This design comes from an exercise in tuning for small area on the open sky130 flow, not from production work.
Function was checked by simulation only, so behaviour that the tests miss may differ from the original.
No activity file was given, so power comes from the tool's default toggle rates.

==> run K <==
Design bar_overlay, start of the top module:
module bar_overlay #(
  parameter int NUM_BARS = 4
) (
  input  logic                  clk,
  input  logic                  rst,
  input  logic [NUM_BARS*8-1:0]  bar_value,
  input  logic [NUM_BARS*2-1:0]  bar_mode,
  input  logic [NUM_BARS*11-1:0] bar_xpos,
  input  logic [NUM_BARS*11-1:0] bar_ypos,
  input  logic [NUM_BARS*12-1:0] bar_colour,
  input  logic [NUM_BARS*12-1:0] bar_colour_neg,
  input  logic [10:0]           in_vcount,
  input  logic                  in_vsync,
  input  logic                  in_vblnk,
  input  logic [10:0]           in_hcount,
  input  logic                  in_hsync,
  input  logic                  in_hblnk,
  input  logic [11:0]           in_rgb,
  output logic [10:0]           out_vcount,
  output logic                  out_vsync,
  output logic                  out_vblnk,
  output logic [10:0]           out_hcount,
  output logic                  out_hsync,
  output logic                  out_hblnk,
  output logic [11:0]           out_rgb
);
  logic r_vblnk, r_tick_d, r_prev_ok, w_tick, w_none, w_pf;
  logic [NUM_BARS-1:0] w_hit, w_fill, w_neg, w_flash, w_sel, w_pc, w_pn;
  logic [NUM_BARS-1:0][6:0] w_mag;
  logic [11:0] w_rgb;
  assign w_tick = in_vblnk & ~r_vblnk;
  for (genvar g = 0; g < NUM_BARS; g++) begin : g_bar
    bar_animator u_anim (
      .clk(clk), .rst(rst), .i_tick(w_tick), .i_tick_d(r_tick_d), .i_prev_ok(r_prev_ok),
      .i_value(bar_value[g*8 +: 8]), .i_mode(bar_mode[g*2 +: 2]),
      .o_mag(w_mag[g]), .o_neg(w_neg[g]), .o_flash(w_flash[g])
    );
    bar_pixel u_px (
      .i_x(in_hcount), .i_y(in_vcount),
      .i_xp(bar_xpos[g*11 +: 11]), .i_yp(bar_ypos[g*11 +: 11]),
      .i_mode(bar_mode[g*2 +: 2]), .i_mag(w_mag[g]), .i_neg(w_neg[g]),
      .o_hit(w_hit[g]), .o_fill(w_fill[g])
    );
  end
  always_comb begin
    for (int i = 0; i < NUM_BARS; i++) begin
  ...
==> module bar_animator, before the edit <==
module bar_animator (
  input  logic       clk,
  input  logic       rst,
  input  logic       i_tick,
  input  logic       i_tick_d,
  input  logic       i_prev_ok,
  input  logic [7:0] i_value,
  input  logic [1:0] i_mode,
  output logic [6:0] o_mag,
  output logic       o_neg,
  output logic       o_flash
);
  logic [6:0] w_v, r_prev, r_mag;
  logic [4:0] r_flash;
  logic       r_neg, w_tneg, w_gt, w_ge, w_mz, w_same, w_inc, w_dec, r_inc, r_dec;
  assign w_v    = i_value[6:0];
  assign w_tneg = (i_mode == 2'd2) & i_value[7];
  assign w_ge   = w_v >= r_mag;
  assign w_gt   = (w_v > r_mag) & (r_mag != 7'd100);
  assign w_mz   = r_mag == 7'd0;
  assign w_same = w_tneg == r_neg;
  assign w_inc  = w_gt & (w_mz | w_same);
  assign w_dec  = ~w_mz & ~(w_same & w_ge);
  always_ff @(posedge clk) begin
    r_inc <= w_inc;
    r_dec <= w_dec;
    if (i_tick) r_prev <= w_v;
  end
  always_ff @(posedge clk) begin
    if (rst) begin
      r_flash <= '0;
      r_neg   <= 1'b0;
      r_mag   <= '0;
    end else begin
      if (i_tick) begin
        if (i_prev_ok && (w_v < r_prev) && (w_v < 7'd100)) r_flash <= 5'd16;
        else if (r_flash != '0)               r_flash <= r_flash - 5'd1;
        if (w_mz)                        r_neg <= w_inc & w_tneg;
        else if (w_dec & (r_mag == 7'd1)) r_neg <= 1'b0;
      end
      if (i_tick_d) begin
        if (r_inc)      r_mag <= r_mag + 7'd1;
        else if (r_dec) r_mag <= r_mag - 7'd1;
      end
    end
  end
  assign o_mag   = r_mag;
  assign o_neg   = r_neg;
  assign o_flash = r_flash[1];
endmodule
export LEC_CHECK = 0
export CAP_MARGIN = 20
export CORE_MARGIN = 2
export CORE_UTILIZATION = 40
export SLEW_MARGIN = 20
create_clock -name core_clock -period 10.0 [get_ports {clk}]
standard.sh (not shown) runs the stock make flow with config.mk's settings and CLKGATE_MAP_FILE= SYNTH_SCRIPT=/design/flow/synth_recipe.tcl, a recipe that flattens the netlist after the stock synthesis.
==> flow/flow/run.sh <==
#!/bin/bash
# Own layout flow: the standard layout (standard.sh) from floorplan on,
# fed with an area-oriented synthesis of the same RTL (synth.tcl), tried
# with several ABC scripts in parallel; the smallest netlist whose
# registers match the standard synthesis's (names and cells) is laid out.
# Each tool's output goes to a log file of its own in this folder.
set -uo pipefail
W=$PWD
F=$W/flow
R=$W/orfs/results/$FLOW_PLATFORM/bar_overlay/base

regs() { grep -oE '^ *sky130_fd_sc_hd__(df|dl|sdf|edf)[a-z0-9_]* +[^ ]+' "$1" | awk '{print $1, $2}' | sort; }

# 1. the standard synthesis: the registers to keep
bash standard.sh synth > $W/std_synth.log 2>&1 || { echo "standard synthesis failed"; exit 1; }
cp $R/1_2_yosys.v $W/std_1_2_yosys.v
regs $W/std_1_2_yosys.v > $W/std_regs.txt
std_area=$(awk '/Chip area/{print $NF}' $W/orfs/reports/$FLOW_PLATFORM/bar_overlay/base/synth_stat.txt)
echo "standard synthesis: area $std_area, $(wc -l < $W/std_regs.txt) registers"

# 2. area-oriented synthesis, one ABC script per job
for s in 1 2 3 4; do
  ( export MY_ABC=$F/abc_$s.script
    make -C $FLOW_HOME DESIGN_CONFIG=$W/config.mk WORK_HOME=$W/syn_$s CLKGATE_MAP_FILE= \
      SYNTH_SCRIPT=$F/synth.tcl synth > $W/syn_$s.log 2>&1 ) &
done
wait

best=""; best_area=$std_area
for s in 1 2 3 4; do
  n=$W/syn_$s/results/$FLOW_PLATFORM/bar_overlay/base/1_2_yosys.v
  st=$W/syn_$s/reports/$FLOW_PLATFORM/bar_overlay/base/synth_stat.txt
  [[ -f $n && -f $st ]] || { echo "script $s: no netlist"; continue; }
  a=$(awk '/Chip area/{print $NF}' $st)
  if regs $n | cmp -s - $W/std_regs.txt; then
    echo "script $s: area $a, registers match"
    if awk -v a=$a -v b=$best_area 'BEGIN{exit !(a < b)}'; then best=$s; best_area=$a; fi
  else
    echo "script $s: area $a, registers differ"
  fi
done

# 3. lay out the chosen netlist with the standard flow
if [[ -n $best ]]; then
  echo "using script $best (area $best_area)"
  cp $W/syn_$best/results/$FLOW_PLATFORM/bar_overlay/base/1_2_yosys.v $R/1_2_yosys.v
  rm -f $R/1_synth.odb $R/1_synth.sdc
else
  echo "using the standard synthesis"
fi
# port buffers of the smallest buffer cell; clock tree of small buffers,
# with no dummy loads
bash standard.sh \
  BUFFER_PORTS_ARGS="-buffer_cell sky130_fd_sc_hd__buf_1" \
  CTS_ARGS="-sink_clustering_enable -repair_clock_nets -dont_use_dummy_load -root_buf sky130_fd_sc_hd__clkbuf_8 -buf_list sky130_fd_sc_hd__clkbuf_8" \
  finish > $W/std_layout.log 2>&1 || { echo "layout failed"; tail -20 $W/std_layout.log; exit 1; }
echo "layout done"
==> flow/flow/abc_1.script <==
strash
dc2
dch
amap
==> flow/flow/abc_2.script <==
strash
&get -n
&deepsyn -T 60
&put
dch
amap
==> flow/flow/abc_3.script <==
strash
dc2
resub -K 8
dc2
dch
amap
==> flow/flow/abc_4.script <==
strash
&get -n
&deepsyn -T 90 -S 7
&put
dc2
dch
amap
==> flow/flow/synth.tcl <==
# ORFS synthesis as synth_recipe.tcl runs it (synth -nofsm -noshare, then
# flatten and the same renames), with an area-oriented mapping:
#  - adders and comparators keep Yosys's default carry logic (no
#    Kogge-Stone extra map) and are not extracted into half/full adder cells,
#  - ABC maps the logic with the script in MY_ABC, with no delay target.
# Registers are untouched by any of this, so they come out with the names
# and cells the standard synthesis gives them (run.sh checks that).
proc synth {args} {
  set i [lsearch $args -extra-map]
  if {$i >= 0} { set args [lreplace $args $i [expr {$i+1}]] }
  yosys synth -nofsm -noshare {*}$args
}
proc extract_fa {args} { puts "extract_fa skipped" }
proc abc {args} {
  set i [lsearch $args -script]
  set args [lreplace $args $i [expr {$i+1}] -script $::env(MY_ABC)]
  set i [lsearch $args -D]
  if {$i >= 0} { set args [lreplace $args $i [expr {$i+1}]] }
  yosys abc {*}$args
}
source $::env(SCRIPTS_DIR)/synth.tcl
# left out here: clear keep_hierarchy, flatten, clean up, hide names made inside functions, write 1_2_yosys.v
==> inputs of run A, as changes to run K <==
--- a/flow/design.v
+++ b/flow/design.v
@@ -1,14 +1,13 @@
 module bar_animator (
   input  logic       clk,
   input  logic       rst,
   input  logic       i_tick,
   input  logic       i_tick_d,
-  input  logic       i_prev_ok,
   input  logic [7:0] i_value,
   input  logic [1:0] i_mode,
   output logic [6:0] o_mag,
   output logic       o_neg,
   output logic       o_flash
 );
   logic [6:0] w_v, r_prev, r_mag;
   logic [4:0] r_flash;
@@ -19,26 +18,27 @@
   assign w_gt   = (w_v > r_mag) & (r_mag != 7'd100);
   assign w_mz   = r_mag == 7'd0;
   assign w_same = w_tneg == r_neg;
   assign w_inc  = w_gt & (w_mz | w_same);
   assign w_dec  = ~w_mz & ~(w_same & w_ge);
   always_ff @(posedge clk) begin
     r_inc <= w_inc;
     r_dec <= w_dec;
-    if (i_tick) r_prev <= w_v;
   end
   always_ff @(posedge clk) begin
     if (rst) begin
+      r_prev  <= '0;
       r_flash <= '0;
       r_neg   <= 1'b0;
       r_mag   <= '0;
     end else begin
       if (i_tick) begin
-        if (i_prev_ok && (w_v < r_prev) && (w_v < 7'd100)) r_flash <= 5'd16;
+        r_prev <= w_v;
+        if ((w_v < r_prev) && (w_v < 7'd100)) r_flash <= 5'd16;
         else if (r_flash != '0)               r_flash <= r_flash - 5'd1;
         if (w_mz)                        r_neg <= w_inc & w_tneg;
         else if (w_dec & (r_mag == 7'd1)) r_neg <= 1'b0;
       end
       if (i_tick_d) begin
         if (r_inc)      r_mag <= r_mag + 7'd1;
         else if (r_dec) r_mag <= r_mag - 7'd1;
       end
@@ -54,33 +54,31 @@
   input  logic [10:0] i_xp,
   input  logic [10:0] i_yp,
   input  logic [1:0]  i_mode,
   input  logic [6:0]  i_mag,
   input  logic        i_neg,
   output logic        o_hit,
   output logic        o_fill
 );
-  logic [11:0] s, dy;
-  logic [8:0]  u, len;
-  logic cen, flip, cin, inr, eneg, fx, ox, fy, oy, fill_x, inner;
+  logic signed [11:0] s, e, dy;
+  logic [8:0]  len;
+  logic cen, flip, cin, fx, ox, fy, oy, fill_x, inner;
   assign cen  = i_mode[1];
   assign flip = cen ? i_neg : i_mode[0];
   assign cin  = ~(flip ^ cen);
-  assign s    = {1'b0, i_x} + {1'b1, ~i_xp} + {11'b0, cin};
-  assign dy   = {1'b0, i_y} - {1'b0, i_yp};
+  assign s    = $signed({1'b0, i_x}) + $signed({1'b1, ~i_xp}) + $signed({11'b0, cin});
+  assign e    = s ^ {12{flip}};
+  assign dy   = $signed({1'b0, i_y}) - $signed({1'b0, i_yp});
   assign len  = {2'b0, i_mag} + {1'b0, i_mag, 1'b0};
-  assign inr  = (s[11:9] == 3'b000) | (s[11:9] == 3'b111);
-  assign eneg = s[9] ^ flip;
-  assign u    = s[8:0] ^ {9{flip}};
-  assign fx = inr & (eneg ? (cen & (u >= 9'd211)) : (u <= 9'd299));
-  assign ox = inr & (eneg ? (cen ? (u >= 9'd206) : (u >= 9'd507)) : (u <= 9'd304));
-  assign fy = (dy[11:5] == 7'd0) & (dy[4:0] <= 5'd19);
-  assign oy = ((dy[11:5] == 7'd0) & (dy[4:0] <= 5'd24)) | ((dy[11:3] == 9'h1FF) & (dy[2:0] >= 3'd3));
-  assign fill_x = ~eneg & (u < len);
+  assign fx = (e <= 299) && (cen ? (e >= -301) : (e >= 0));
+  assign ox = (e <= 304) && (cen ? (e >= -306) : (e >= -5));
+  assign fy = dy >= 0 && dy <= 19;
+  assign oy = dy >= -5 && dy <= 24;
+  assign fill_x = ~e[11] & (e[8:0] < len);
   assign inner  = fx & fy;
   assign o_hit  = (i_mode != 2'd3) & ox & oy & (~inner | fill_x);
   assign o_fill = inner;
 endmodule
 module bar_overlay #(
   parameter int NUM_BARS = 4
 ) (
   input  logic                  clk,
@@ -101,24 +99,24 @@
   output logic [10:0]           out_vcount,
   output logic                  out_vsync,
   output logic                  out_vblnk,
   output logic [10:0]           out_hcount,
   output logic                  out_hsync,
   output logic                  out_hblnk,
   output logic [11:0]           out_rgb
 );
-  logic r_vblnk, r_tick_d, r_prev_ok, w_tick, w_none, w_pf;
+  logic r_vblnk, r_tick_d, w_tick, w_none, w_pf;
   logic [NUM_BARS-1:0] w_hit, w_fill, w_neg, w_flash, w_sel, w_pc, w_pn;
   logic [NUM_BARS-1:0][6:0] w_mag;
   logic [11:0] w_rgb;
   assign w_tick = in_vblnk & ~r_vblnk;
   for (genvar g = 0; g < NUM_BARS; g++) begin : g_bar
     bar_animator u_anim (
-      .clk(clk), .rst(rst), .i_tick(w_tick), .i_tick_d(r_tick_d), .i_prev_ok(r_prev_ok),
+      .clk(clk), .rst(rst), .i_tick(w_tick), .i_tick_d(r_tick_d),
       .i_value(bar_value[g*8 +: 8]), .i_mode(bar_mode[g*2 +: 2]),
       .o_mag(w_mag[g]), .o_neg(w_neg[g]), .o_flash(w_flash[g])
     );
     bar_pixel u_px (
       .i_x(in_hcount), .i_y(in_vcount),
       .i_xp(bar_xpos[g*11 +: 11]), .i_yp(bar_ypos[g*11 +: 11]),
       .i_mode(bar_mode[g*2 +: 2]), .i_mag(w_mag[g]), .i_neg(w_neg[g]),
       .o_hit(w_hit[g]), .o_fill(w_fill[g])
@@ -139,27 +137,25 @@
         w_rgb[b] = w_rgb[b] | (w_pc[i] & bar_colour[i*12 + b]) | (w_pn[i] & bar_colour_neg[i*12 + b]);
     end
   end
   always_ff @(posedge clk) begin
     out_rgb <= w_rgb;
     if (rst) begin
       r_vblnk    <= 1'b0;
       r_tick_d   <= 1'b0;
-      r_prev_ok  <= 1'b0;
       out_vcount <= '0;
       out_vsync  <= 1'b0;
       out_vblnk  <= 1'b0;
       out_hcount <= '0;
       out_hsync  <= 1'b0;
       out_hblnk  <= 1'b0;
     end else begin
       r_vblnk    <= in_vblnk;
       r_tick_d   <= w_tick;
-      if (w_tick) r_prev_ok <= 1'b1;
       out_vcount <= in_vcount;
       out_vsync  <= in_vsync;
       out_vblnk  <= in_vblnk;
       out_hcount <= in_hcount;
       out_hsync  <= in_hsync;
       out_hblnk  <= in_hblnk;
     end
   end
==> flow/run.sh (new file) <==
#!/bin/bash
# synth_recipe.tcl (not shown) runs the flow's synth.tcl, then flattens the netlist and writes it again
# the make line also repeats each setting of config.mk as NAME=value (left out here)
make -C /OpenROAD-flow-scripts/flow DESIGN_CONFIG=/design/flow/config.mk WORK_HOME=/design/flow/orfs CLKGATE_MAP_FILE= SYNTH_SCRIPT=/design/flow/synth_recipe.tcl finish
removed: flow/flow/run.sh
removed: flow/flow/abc_1.script
removed: flow/flow/abc_2.script
removed: flow/flow/abc_3.script
removed: flow/flow/abc_4.script
removed: flow/flow/synth.tcl
removed: flow/standard.sh
==> inputs of run G, as changes to run K <==
--- a/flow/design.v
+++ b/flow/design.v
@@ -21,27 +21,29 @@
   assign w_same = w_tneg == r_neg;
   assign w_inc  = w_gt & (w_mz | w_same);
   assign w_dec  = ~w_mz & ~(w_same & w_ge);
   always_ff @(posedge clk) begin
     r_inc <= w_inc;
     r_dec <= w_dec;
     if (i_tick) r_prev <= w_v;
   end
+  logic w_vz, w_m1;
+  assign w_vz = w_v == 7'd0;
+  assign w_m1 = r_mag == 7'd1;
   always_ff @(posedge clk) begin
     if (rst) begin
       r_flash <= '0;
       r_neg   <= 1'b0;
       r_mag   <= '0;
     end else begin
       if (i_tick) begin
         if (i_prev_ok && (w_v < r_prev) && (w_v < 7'd100)) r_flash <= 5'd16;
-        else if (r_flash != '0)               r_flash <= r_flash - 5'd1;
-        if (w_mz)                        r_neg <= w_inc & w_tneg;
-        else if (w_dec & (r_mag == 7'd1)) r_neg <= 1'b0;
+        else if (r_flash != '0)                            r_flash <= r_flash - 5'd1;
+        if (w_mz | w_m1) r_neg <= w_tneg & ~w_vz & (w_mz | r_neg);
       end
       if (i_tick_d) begin
         if (r_inc)      r_mag <= r_mag + 7'd1;
         else if (r_dec) r_mag <= r_mag - 7'd1;
       end
     end
   end
   assign o_mag   = r_mag;
--- a/flow/flow/run.sh
+++ b/flow/flow/run.sh
@@ -1,12 +1,12 @@
 #!/bin/bash
 # Own layout flow: the standard layout (standard.sh) from floorplan on,
 # fed with an area-oriented synthesis of the same RTL (synth.tcl), tried
-# with several ABC scripts in parallel; the smallest netlist whose
+# with several ABC scripts, four at a time; the smallest netlist whose
 # registers match the standard synthesis's (names and cells) is laid out.
 # Each tool's output goes to a log file of its own in this folder.
 set -uo pipefail
 W=$PWD
 F=$W/flow
 R=$W/orfs/results/$FLOW_PLATFORM/bar_overlay/base
 
 regs() { grep -oE '^ *sky130_fd_sc_hd__(df|dl|sdf|edf)[a-z0-9_]* +[^ ]+' "$1" | awk '{print $1, $2}' | sort; }
@@ -14,25 +14,29 @@
 # 1. the standard synthesis: the registers to keep
 bash standard.sh synth > $W/std_synth.log 2>&1 || { echo "standard synthesis failed"; exit 1; }
 cp $R/1_2_yosys.v $W/std_1_2_yosys.v
 regs $W/std_1_2_yosys.v > $W/std_regs.txt
 std_area=$(awk '/Chip area/{print $NF}' $W/orfs/reports/$FLOW_PLATFORM/bar_overlay/base/synth_stat.txt)
 echo "standard synthesis: area $std_area, $(wc -l < $W/std_regs.txt) registers"
 
 # 2. area-oriented synthesis, one ABC script per job
-for s in 1 2 3 4; do
+SCRIPTS=$(ls $F/abc_*.script | sed 's/.*abc_\([0-9]*\)\.script/\1/' | sort -n)
+n=0
+for s in $SCRIPTS; do
   ( export MY_ABC=$F/abc_$s.script
     make -C $FLOW_HOME DESIGN_CONFIG=$W/config.mk WORK_HOME=$W/syn_$s CLKGATE_MAP_FILE= \
       SYNTH_SCRIPT=$F/synth.tcl synth > $W/syn_$s.log 2>&1 ) &
+  n=$((n+1))
+  if (( n % 4 == 0 )); then wait; fi
 done
 wait
 
 best=""; best_area=$std_area
-for s in 1 2 3 4; do
+for s in $SCRIPTS; do
   n=$W/syn_$s/results/$FLOW_PLATFORM/bar_overlay/base/1_2_yosys.v
   st=$W/syn_$s/reports/$FLOW_PLATFORM/bar_overlay/base/synth_stat.txt
   [[ -f $n && -f $st ]] || { echo "script $s: no netlist"; continue; }
   a=$(awk '/Chip area/{print $NF}' $st)
   if regs $n | cmp -s - $W/std_regs.txt; then
     echo "script $s: area $a, registers match"
     if awk -v a=$a -v b=$best_area 'BEGIN{exit !(a < b)}'; then best=$s; best_area=$a; fi
   else
==> flow/flow/abc_1.script (replaced) <==
strash
dc2
resub -K 8
dc2
dch
amap
==> flow/flow/abc_2.script (replaced) <==
strash
&get -n
&deepsyn -T 60 -S 3
&put
dc2
&get -n
&deepsyn -T 60 -S 5
&put
dch
amap
==> flow/flow/abc_3.script (replaced) <==
strash
&get -n
&deepsyn -T 60
&put
dch
amap
==> flow/flow/abc_4.script (replaced) <==
strash
dc2
dch
amap
==> flow/flow/abc_5.script (new file) <==
strash
&get -n
&deepsyn -T 60 -S 3
&put
dc2
&get -n
&deepsyn -T 60 -S 5
&put
dc2
resub -K 8
dch
amap
==> flow/flow/abc_6.script (new file) <==
strash
dc2
resub -K 8
dc2
&get -n
&deepsyn -T 90 -S 9
&put
dch
amap
==> flow/flow/abc_7.script (new file) <==
strash
&get -n
&deepsyn -T 40 -S 1
&put
dc2
&get -n
&deepsyn -T 40 -S 2
&put
dc2
&get -n
&deepsyn -T 40 -S 4
&put
dch
amap
==> flow/flow/abc_8.script (new file) <==
strash
&get -n
&deepsyn -T 120
&put
dch
amap
==> flow/flow/lcu_ripple.v (new file) <==
(* techmap_celltype = "$lcu" *)
module _80_lcu_ripple (P, G, CI, CO);
  parameter WIDTH = 2;
  (* force_downto *)
  input [WIDTH-1:0] P, G;
  input CI;
  (* force_downto *)
  output [WIDTH-1:0] CO;
  genvar i;
  assign CO[0] = G[0] | (P[0] & CI);
  generate for (i = 1; i < WIDTH; i = i + 1) begin : g
    assign CO[i] = G[i] | (P[i] & CO[i-1]);
  end endgenerate
endmodule
==> flow/flow/synth.tcl (replaced) <==
# ORFS synthesis as synth_recipe.tcl runs it (synth -nofsm -noshare, then
# flatten and the same renames), with an area-oriented mapping:
#  - adders and comparators get ripple carry logic (lcu_ripple.v in place of
#    the Kogge-Stone extra map) and are not extracted into half/full adder
#    cells,
#  - ABC maps the logic with the script in MY_ABC, with no delay target.
# Registers are untouched by any of this, so they come out with the names
# and cells the standard synthesis gives them (run.sh checks that).
set ::my_dir [file dirname [file normalize [info script]]]
proc synth {args} {
  set i [lsearch $args -extra-map]
  if {$i >= 0} { set args [lreplace $args $i [expr {$i+1}]] }
  lappend args -extra-map $::my_dir/lcu_ripple.v
  yosys synth -nofsm -noshare {*}$args
}
proc extract_fa {args} { puts "extract_fa skipped" }
proc abc {args} {
  set i [lsearch $args -script]
  set args [lreplace $args $i [expr {$i+1}] -script $::env(MY_ABC)]
  set i [lsearch $args -D]
  if {$i >= 0} { set args [lreplace $args $i [expr {$i+1}]] }
  yosys abc {*}$args
}
source $::env(SCRIPTS_DIR)/synth.tcl
# left out here: clear keep_hierarchy, flatten, clean up, hide names made inside functions, write 1_2_yosys.v
==> summary.txt <==
GRT
  • Met2 usage: between 40 and 50%

Timing
  • Relative slew slack: about a third

Final layout
  • Core Util, Final: between 40 and 50%
  • Multi-input gate share of total cell area: 55.7%

Power and ir drop
  • VDD IR max: 0.0708 mV
  • Pwr/cell area: 120 nW/µm²

Route
  • Routed met1 length: 17.5 mm

Run status
  • Outcome: complete, no violations

Placement
  • Placed cell count: ~2.3k
That was run K.
==> summary.txt <==
Run status
  • Outcome: complete, no violations

Final layout
  • Multi-input gate share of total cell area: approximately 62%
  • Core Util, Final: 51.1%

GRT
  • Met2 usage: between 40% and 50%

Timing
  • Relative slew slack: 31.5%

Power and ir drop
  • VDD IR max: around 0.14 mV
  • Pwr/cell area: approximately 120 nW/µm²

Route
  • Routed met1 length: 23.8 mm
That was run A.
==> summary.txt <==
Final layout
  • Multi-input gate share of total cell area: between 50% and 60%
  • Buffers, non-clock: between 300 and 400
  • Core Util, Final: 48.0%

GRT
  • Met2 usage: a little over two fifths

Synthesis
  • Netlist area before placement: 10200 µm²

Run status
  • Outcome: complete, no violations

Placement
  • Placed cell count: roughly 2.2k

Power and ir drop
  • Pwr/cell area: 127 nW/µm²
  • VDD IR max: ~0.063 mV

Worst setup path
  • R2R depth: 35
That was run G.

what the ideal ports hide:
Ports are ideal in the flow. The routed layouts listed here were re-timed in OpenROAD. Step 1 assumes that a clkbuf_16 drives the clock port and a buf_2 every other input. Step 2 moves the port delays by t, midway between the first and last clock arrival at a register: inputs arrive t later, outputs are due t later. That takes back most of the time a late clock gives input paths. Three values: ideal, step 1, step 2; two values: the first two.
| run | t (ns) | setup WS [ns] | worst setup path after step 2 |
|---|---|---|---|
| run K | 0.497 | 1.544 / 1.568 / 1.070 | input to register |
| run A | 0.496 | 2.583 / 2.607 / 2.110 | input to register |
| run G | 0.497 | 2.516 / 2.505 / 2.008 | input to register |
After both steps every run listed still meets setup and hold. The setup slack of run G, which loses most, moves by -0.011 ns with the drivers and by -0.508 ns with both steps.
